This is an optimization exercise on Yosys and OpenROAD, whose aim is small area and few clock cycles per item, not a production implementation. Function was checked by simulation only, so behaviour that the tests miss may differ from the original. Power is estimated from default activity; no workload was simulated. The flow treats the clock pin as an ideal source, which a real chip does not have.

== run A ==
==> flow/design.v <==
`timescale 1ns/1ps
`default_nettype none
module memSubsystemTop (
    input  logic        clk,
    input  logic        reset,
    input  logic        inValid,
    output logic        inReady,
    input  logic        inWrite,
    input  logic        inPoison,
    input  logic [3:0]  inByteMask,
    input  logic [15:0] inAddr,
    input  logic [31:0] inData,
    input  logic        rspStall,
    output logic        rspValid,
    output logic [31:0] rspData,
    output logic [3:0]  rspParityErr
);
    localparam int QDEPTH = 2;
    logic [31:0] mem    [16];
    logic [3:0]  poison [16];
    logic [3:0]  qAddr  [QDEPTH];
    logic        qValid [QDEPTH];
    logic        stallQ;
    logic        pop;
    logic        conflict;
    logic        full;
    logic        accept;
    logic        doWrite;
    logic        doRead;
    logic [3:0]  addr;
    assign addr     = inAddr[3:0];
    assign rspValid = qValid[0] && !stallQ;
    assign pop      = rspValid;
    always_comb begin
        conflict = 1'b0;
        for (int i = 0; i < QDEPTH; i++) begin
            if (qValid[i] && qAddr[i] == addr && !(i == 0 && pop)) conflict = 1'b1;
        end
    end
    assign full    = qValid[QDEPTH-1] && !pop;
    assign inReady = inWrite ? !conflict : !full;
    assign accept  = inValid && inReady && !reset;
    assign doWrite = accept && inWrite;
    assign doRead  = accept && !inWrite;
    always_ff @(posedge clk) begin
        for (int w = 0; w < 16; w++) begin
            for (int b = 0; b < 4; b++) begin
                if (doWrite && addr == 4'(w) && inByteMask[b]) begin
                    mem[w][b*8 +: 8] <= inData[b*8 +: 8];
                    poison[w][b]     <= inPoison;
                end
            end
        end
    end
    always_ff @(posedge clk) begin
        stallQ <= rspStall;
    end
    always_ff @(posedge clk) begin
        if (reset) begin
            for (int i = 0; i < QDEPTH; i++) qValid[i] <= 1'b0;
        end else begin
            for (int i = 0; i < QDEPTH; i++) begin
                logic       v;
                logic       vPrev;
                v     = pop ? ((i + 1 < QDEPTH) ? qValid[i+1] : 1'b0) : qValid[i];
                vPrev = (i == 0) ? 1'b1 : (pop ? qValid[i] : qValid[i-1]);
                qValid[i] <= v || (doRead && vPrev && !v);
            end
        end
    end
    always_ff @(posedge clk) begin
        for (int i = 0; i < QDEPTH; i++) begin
            logic       v;
            logic       vPrev;
            v     = pop ? ((i + 1 < QDEPTH) ? qValid[i+1] : 1'b0) : qValid[i];
            vPrev = (i == 0) ? 1'b1 : (pop ? qValid[i] : qValid[i-1]);
            if (doRead && vPrev && !v) qAddr[i] <= addr;
            else if (pop && i + 1 < QDEPTH) qAddr[i] <= qAddr[(i + 1 < QDEPTH) ? i + 1 : i];
        end
    end
    assign rspData      = mem[qAddr[0]];
    assign rspParityErr = poison[qAddr[0]];
endmodule
`default_nettype wire
export LEC_CHECK = 0
export ABC_AREA = 1
export CAP_MARGIN = 0
export CORE_MARGIN = 2
export CORE_UTILIZATION = 70
export CTS_BUF_LIST = sky130_fd_sc_hd__clkbuf_8
export CTS_CLUSTER_DIAMETER = 60
export CTS_CLUSTER_SIZE = 18
export PLACE_DENSITY = 0.8
export SLEW_MARGIN = 0
create_clock -name core_clock -period 5.0 [get_ports {clk}]
standard.sh (not shown) runs the stock make flow with config.mk's settings and CLKGATE_MAP_FILE= SYNTH_SCRIPT=/design/flow/synth_recipe.tcl, a recipe that flattens the netlist after the stock synthesis.
==> flow/flow/run.sh <==
#!/bin/bash
# The standard layout (the standard.sh, config.mk and make variables), with these changes:
#  - ABC maps the logic with an area-oriented script (flow/area.abc); registers are untouched
#  - the clock tree is built without dummy loads
#  - the port buffers are buf_1 cells instead of delay buffers
set -euo pipefail
HERE=$(pwd)
# The standard flow's synthesis script with the abc override prepended
{ cat "$HERE/flow/synth.tcl"; tail -n +2 "$HERE/synth_recipe.tcl"; } > "$HERE/own_synth.tcl"
sed -e "s#SYNTH_SCRIPT=[^ ]*#SYNTH_SCRIPT=$HERE/own_synth.tcl#" "$HERE/standard.sh" > "$HERE/own_standard.sh"
export OWN_ABC_SCRIPT="$HERE/flow/area.abc"
export BUFFER_PORTS_ARGS="-buffer_cell sky130_fd_sc_hd__buf_1"
export CTS_ARGS="-sink_clustering_enable -repair_clock_nets -dont_use_dummy_load -buf_list sky130_fd_sc_hd__clkbuf_8 -sink_clustering_size 18 -sink_clustering_max_diameter 60"
bash "$HERE/own_standard.sh" finish > "$HERE/flow_make.log" 2>&1
==> flow/flow/area.abc <==
strash
dch
amap
==> flow/flow/synth.tcl <==
# The standard flow's synthesis script, with ABC's technology mapping done by area.abc (area-oriented amap).
proc synth {args} { yosys synth -nofsm -noshare {*}$args }
proc abc {args} {
  set i [lsearch -exact $args -script]
  if { $i >= 0 } { set args [lreplace $args $i [expr {$i + 1}] -script $::env(OWN_ABC_SCRIPT)] }
  yosys abc {*}$args
}
Testbench counts of run A, summed over its fixed seeds: cycles 3,330, items 3,200.
diff inputs: run A => run B
# run A
export LEC_CHECK = 0
export ABC_AREA = 1
export CAP_MARGIN = 0
export CORE_MARGIN = 2
export CORE_UTILIZATION = 70
export CTS_BUF_LIST = sky130_fd_sc_hd__clkbuf_8
export CTS_CLUSTER_DIAMETER = 60
export CTS_CLUSTER_SIZE = 18
export PLACE_DENSITY = 0.8
export SLEW_MARGIN = 0
create_clock -name core_clock -period 5.0 [get_ports {clk}]
# run B
export LEC_CHECK = 0
export ABC_AREA = 1
export CAP_MARGIN = 20
export CORE_MARGIN = 2
export CORE_UTILIZATION = 70
export CTS_BUF_LIST = sky130_fd_sc_hd__clkbuf_16
export CTS_CLUSTER_DIAMETER = 100
export CTS_CLUSTER_SIZE = 30
export GPL_TIMING_DRIVEN = 0
export PLACE_DENSITY = 0.8
export SLEW_MARGIN = 20
create_clock -name core_clock -period 5.0 [get_ports {clk}]
-- flow/flow/run.sh --
<<< run A, line 11
export OWN_ABC_SCRIPT="$HERE/flow/area.abc"
export BUFFER_PORTS_ARGS="-buffer_cell sky130_fd_sc_hd__buf_1"
export CTS_ARGS="-sink_clustering_enable -repair_clock_nets -dont_use_dummy_load -buf_list sky130_fd_sc_hd__clkbuf_8 -sink_clustering_size 18 -sink_clustering_max_diameter 60"
bash "$HERE/own_standard.sh" finish > "$HERE/flow_make.log" 2>&1
>>> run B, line 11
export OWN_ABC_SCRIPT="$HERE/flow/area.abc"
export BUFFER_PORTS_ARGS="-buffer_cell sky130_fd_sc_hd__buf_1"
export CTS_ARGS="-sink_clustering_enable -repair_clock_nets -dont_use_dummy_load -buf_list sky130_fd_sc_hd__clkbuf_16 -sink_clustering_size 30 -sink_clustering_max_diameter 100"
bash "$HERE/own_standard.sh" finish > "$HERE/flow_make.log" 2>&1
Findings:
Run B finished every step from synthesis to the final layout, and the layout passed the timing, design-rule and antenna checks.
Power on run B is behind run A.
Taking run A as the reference, in run B final cell count without fillers fell 44, sequential share of layout area about even, routed wire length rose 7.1%.
Measured against run B, the non-clock buffer total of the final layout of run A comes out at 1.18 times the reference value.
When run B is set beside run A, its routed via count turns out to be 275 larger.
Comparing post-layout worst setup margin for run A and run B, the smaller number came from run B.
In the tables for run A and run B, fmax reads lower with run B.
[inputs] run C vs run B
# run B
export LEC_CHECK = 0
export ABC_AREA = 1
export CAP_MARGIN = 20
export CORE_MARGIN = 2
export CORE_UTILIZATION = 70
export CTS_BUF_LIST = sky130_fd_sc_hd__clkbuf_16
export CTS_CLUSTER_DIAMETER = 100
export CTS_CLUSTER_SIZE = 30
export GPL_TIMING_DRIVEN = 0
export PLACE_DENSITY = 0.8
export SLEW_MARGIN = 20
create_clock -name core_clock -period 5.0 [get_ports {clk}]
# run C
export LEC_CHECK = 0
export ABC_AREA = 1
export CAP_MARGIN = 20
export CORE_MARGIN = 2
export CORE_UTILIZATION = 70
export CTS_BUF_LIST = sky130_fd_sc_hd__clkbuf_8
export CTS_CLUSTER_SIZE = 30
export SLEW_MARGIN = 20
create_clock -name core_clock -period 5.0 [get_ports {clk}]
==> flow/run.sh (new file) <==
#!/bin/bash
# synth_recipe.tcl (not shown) runs the flow's synth.tcl, then flattens the netlist and writes it again
# the make line also repeats each setting of config.mk as NAME=value (left out here)
make -C /OpenROAD-flow-scripts/flow DESIGN_CONFIG=/design/flow/config.mk WORK_HOME=/design/flow/orfs CLKGATE_MAP_FILE= SYNTH_SCRIPT=/design/flow/synth_recipe.tcl finish
removed: flow/flow/run.sh
removed: flow/flow/area.abc
removed: flow/flow/synth.tcl
removed: flow/standard.sh
Notes after the runs:
- Against run B, the final cell area of run C is higher.
- Run C vs run B: pin count of the biggest net entering global routing down in run C
- Measured against each other, run C and run B differ in final cell utilization of the core, the lower figure coming from run B.
- Of run C and run B, the run reporting the lower number of tap cells inserted was run B.
- In the reports for run C and run B, the smaller maximum fanout count along the critical path belongs to run B.
- The post-CTS setup buffer count of run C is lower than that of run B.
[inputs] run D vs run C
# run C
export LEC_CHECK = 0
export ABC_AREA = 1
export CAP_MARGIN = 20
export CORE_MARGIN = 2
export CORE_UTILIZATION = 70
export CTS_BUF_LIST = sky130_fd_sc_hd__clkbuf_8
export CTS_CLUSTER_SIZE = 30
export SLEW_MARGIN = 20
create_clock -name core_clock -period 5.0 [get_ports {clk}]
# run D
export LEC_CHECK = 0
export ABC_AREA = 1
export CAP_MARGIN = 10
export CORE_MARGIN = 2
export CORE_UTILIZATION = 70
export CTS_BUF_LIST = sky130_fd_sc_hd__clkbuf_8
export CTS_CLUSTER_DIAMETER = 60
export CTS_CLUSTER_SIZE = 18
export PLACE_DENSITY = 0.8
export SLEW_MARGIN = 10
create_clock -name core_clock -period 5.0 [get_ports {clk}]
==> flow/flow/run.sh (new file) <==
#!/bin/bash
# The standard layout (the standard.sh, config.mk and make variables), with these changes:
#  - ABC maps the logic with an area-oriented script (flow/area.abc); registers are untouched
#  - the clock tree is built without dummy loads
#  - the port buffers are buf_1 cells instead of delay buffers
set -euo pipefail
HERE=$(pwd)
# The standard flow's synthesis script with the abc override prepended
{ cat "$HERE/flow/synth.tcl"; tail -n +2 "$HERE/synth_recipe.tcl"; } > "$HERE/own_synth.tcl"
sed -e "s#SYNTH_SCRIPT=[^ ]*#SYNTH_SCRIPT=$HERE/own_synth.tcl#" "$HERE/standard.sh" > "$HERE/own_standard.sh"
export OWN_ABC_SCRIPT="$HERE/flow/area.abc"
export BUFFER_PORTS_ARGS="-buffer_cell sky130_fd_sc_hd__buf_1"
export CTS_ARGS="-sink_clustering_enable -repair_clock_nets -dont_use_dummy_load -buf_list sky130_fd_sc_hd__clkbuf_8 -sink_clustering_size 18 -sink_clustering_max_diameter 60"
bash "$HERE/own_standard.sh" finish > "$HERE/flow_make.log" 2>&1
==> flow/flow/area.abc (new file) <==
strash
dch
amap
==> flow/flow/synth.tcl (new file) <==
# The standard flow's synthesis script, with ABC's technology mapping done by area.abc (area-oriented amap).
proc synth {args} { yosys synth -nofsm -noshare {*}$args }
proc abc {args} {
  set i [lsearch -exact $args -script]
  if { $i >= 0 } { set args [lreplace $args $i [expr {$i + 1}] -script $::env(OWN_ABC_SCRIPT)] }
  yosys abc {*}$args
}
==> flow/standard.sh (new file) <==
#!/bin/bash
# synth_recipe.tcl (not shown) runs the flow's synth.tcl, then flattens the netlist and writes it again
# the make line also repeats each setting of config.mk as NAME=value (left out here)
make -C /OpenROAD-flow-scripts/flow DESIGN_CONFIG=/design/flow/config.mk WORK_HOME=/design/flow/orfs CLKGATE_MAP_FILE= SYNTH_SCRIPT=/design/flow/synth_recipe.tcl "${@:-finish}"
removed: flow/run.sh
[summary]
In summary, run D completed successfully, with a layout that passed the timing, design-rule and antenna checks. Going from run C to run D, count of buffering cells on the critical path with inverters included climbed 1, worst setup slack lower, area of the die now smaller, count of mapped cells out of synthesis dropped 543, number of stages on the worst hold path decreased by 1 relative to the old numbers. The endpoint of the worst setup timing path comes out rspData[21] in one run and rspData[27] in the other, namely in run C and run D respectively. Compared with run C, run D shows a higher logic gate share of total power. Of run D and run C, it is run D that has the lower fill cell instance count of the final layout.
The inputs of run E differ from those of run D as listed below.
# run D
export LEC_CHECK = 0
export ABC_AREA = 1
export CAP_MARGIN = 10
export CORE_MARGIN = 2
export CORE_UTILIZATION = 70
export CTS_BUF_LIST = sky130_fd_sc_hd__clkbuf_8
export CTS_CLUSTER_DIAMETER = 60
export CTS_CLUSTER_SIZE = 18
export PLACE_DENSITY = 0.8
export SLEW_MARGIN = 10
create_clock -name core_clock -period 5.0 [get_ports {clk}]
# run E
export LEC_CHECK = 0
export ABC_AREA = 1
export CAP_MARGIN = 20
export CORE_MARGIN = 2
export CORE_UTILIZATION = 70
export CTS_BUF_LIST = sky130_fd_sc_hd__clkbuf_16
export CTS_CLUSTER_DIAMETER = 100
export CTS_CLUSTER_SIZE = 30
export PLACE_DENSITY = 0.8
export SLEW_MARGIN = 20
create_clock -name core_clock -period 5.0 [get_ports {clk}]
==> flow/run.sh (new file) <==
#!/bin/bash
# synth_recipe.tcl (not shown) runs the flow's synth.tcl, then flattens the netlist and writes it again
# the make line also repeats each setting of config.mk as NAME=value (left out here)
make -C /OpenROAD-flow-scripts/flow DESIGN_CONFIG=/design/flow/config.mk WORK_HOME=/design/flow/orfs CLKGATE_MAP_FILE= SYNTH_SCRIPT=/design/flow/synth_recipe.tcl finish
removed: flow/flow/run.sh
removed: flow/flow/area.abc
removed: flow/flow/synth.tcl
removed: flow/standard.sh
Having completed the whole flow, run E delivered a layout that passed the timing, design-rule and antenna checks. Higher clock power was reported by run E, not run D. Against run D, run E reports a global-route usage that is lower. The largest family of logic cells by synthesized area comes out compound AO/OA/AOI/OAI gates in one run and simple AND/OR/NAND/NOR gates in the other, namely in run D and run E respectively. Taking run D as the reference, in run E total met2 wirelength after detailed routing saw an increase; setup slack went up 0.34 ns.
Here is what was changed in the inputs of run F compared with run E.
# run E
export LEC_CHECK = 0
export ABC_AREA = 1
export CAP_MARGIN = 20
export CORE_MARGIN = 2
export CORE_UTILIZATION = 70
export CTS_BUF_LIST = sky130_fd_sc_hd__clkbuf_16
export CTS_CLUSTER_DIAMETER = 100
export CTS_CLUSTER_SIZE = 30
export PLACE_DENSITY = 0.8
export SLEW_MARGIN = 20
create_clock -name core_clock -period 5.0 [get_ports {clk}]
# run F
export LEC_CHECK = 0
export ABC_AREA = 1
export CAP_MARGIN = 20
export CORE_MARGIN = 2
export CORE_UTILIZATION = 70
export CTS_BUF_LIST = sky130_fd_sc_hd__clkbuf_8
export CTS_CLUSTER_DIAMETER = 60
export CTS_CLUSTER_SIZE = 18
export PLACE_DENSITY = 0.8
export SLEW_MARGIN = 20
create_clock -name core_clock -period 5.0 [get_ports {clk}]
==> flow/flow/run.sh (new file) <==
#!/bin/bash
# The standard layout (the standard.sh, config.mk and make variables), with these changes:
#  - ABC maps the logic with an area-oriented script (flow/area.abc); registers are untouched
#  - the clock tree is built without dummy loads
#  - the port buffers are buf_1 cells instead of delay buffers
set -euo pipefail
HERE=$(pwd)
# The standard flow's synthesis script with the abc override prepended
{ cat "$HERE/flow/synth.tcl"; tail -n +2 "$HERE/synth_recipe.tcl"; } > "$HERE/own_synth.tcl"
sed -e "s#SYNTH_SCRIPT=[^ ]*#SYNTH_SCRIPT=$HERE/own_synth.tcl#" "$HERE/standard.sh" > "$HERE/own_standard.sh"
export OWN_ABC_SCRIPT="$HERE/flow/area.abc"
export BUFFER_PORTS_ARGS="-buffer_cell sky130_fd_sc_hd__buf_1"
export CTS_ARGS="-sink_clustering_enable -repair_clock_nets -dont_use_dummy_load -buf_list sky130_fd_sc_hd__clkbuf_8 -sink_clustering_size 18 -sink_clustering_max_diameter 60"
bash "$HERE/own_standard.sh" finish > "$HERE/flow_make.log" 2>&1
==> flow/flow/area.abc (new file) <==
strash
dch
amap
==> flow/flow/synth.tcl (new file) <==
# The standard flow's synthesis script, with ABC's technology mapping done by area.abc (area-oriented amap).
proc synth {args} { yosys synth -nofsm -noshare {*}$args }
proc abc {args} {
  set i [lsearch -exact $args -script]
  if { $i >= 0 } { set args [lreplace $args $i [expr {$i + 1}] -script $::env(OWN_ABC_SCRIPT)] }
  yosys abc {*}$args
}
==> flow/standard.sh (new file) <==
#!/bin/bash
# synth_recipe.tcl (not shown) runs the flow's synth.tcl, then flattens the netlist and writes it again
# the make line also repeats each setting of config.mk as NAME=value (left out here)
make -C /OpenROAD-flow-scripts/flow DESIGN_CONFIG=/design/flow/config.mk WORK_HOME=/design/flow/orfs CLKGATE_MAP_FILE= SYNTH_SCRIPT=/design/flow/synth_recipe.tcl "${@:-finish}"
removed: flow/run.sh
--- outcome ---
- Run F vs run E, design area went down by about 4.5%.
- From run E to run F the numbers moved as follows: floorplan die area went down; sequential cell count of the final layout barely changed; number of global-route vias before repair lower.

## re-timing with driven ports
How much do the figures lean on ideal ports? The routed layouts below were timed once more, with nothing changed but the port constraints.
Step 1 sets driving cells, clkbuf_16 on the clock port and buf_2 on the other inputs (assumed; they add their load-dependent delay and slew).
Step 2 also shifts input and output timing later by t, the mid clock arrival at the registers, as if the neighbouring blocks saw the same clock.
Slacks: ideal / step 1 / step 2; pairs: ideal / step 1.
| run | t (ns) | setup slack, ns | slew at the worst register clock pin (ns) |
|---|---|---|---|
| run A | 0.617 | 0.281 / 0.232 / 0.537 | 0.11 / 0.11 |
| run B | 0.603 | 0.209 / 0.156 / -0.075 | 0.12 / 0.12 |
| run C | 0.647 | 0.606 / 0.561 / 0.792 | 0.06 / 0.06 |
| run D | 0.617 | 0.281 / 0.232 / 0.537 | 0.11 / 0.11 |
| run E | 0.611 | 0.618 / 0.568 / 0.804 | 0.12 / 0.12 |
| run F | 0.615 | 0.283 / 0.234 / 0.534 | 0.11 / 0.11 |
Met with ideal ports but missed after step 2: setup timing in run B. For run B, which loses most, drivers alone change the setup slack by -0.053 ns; drivers and shift together by -0.284 ns.
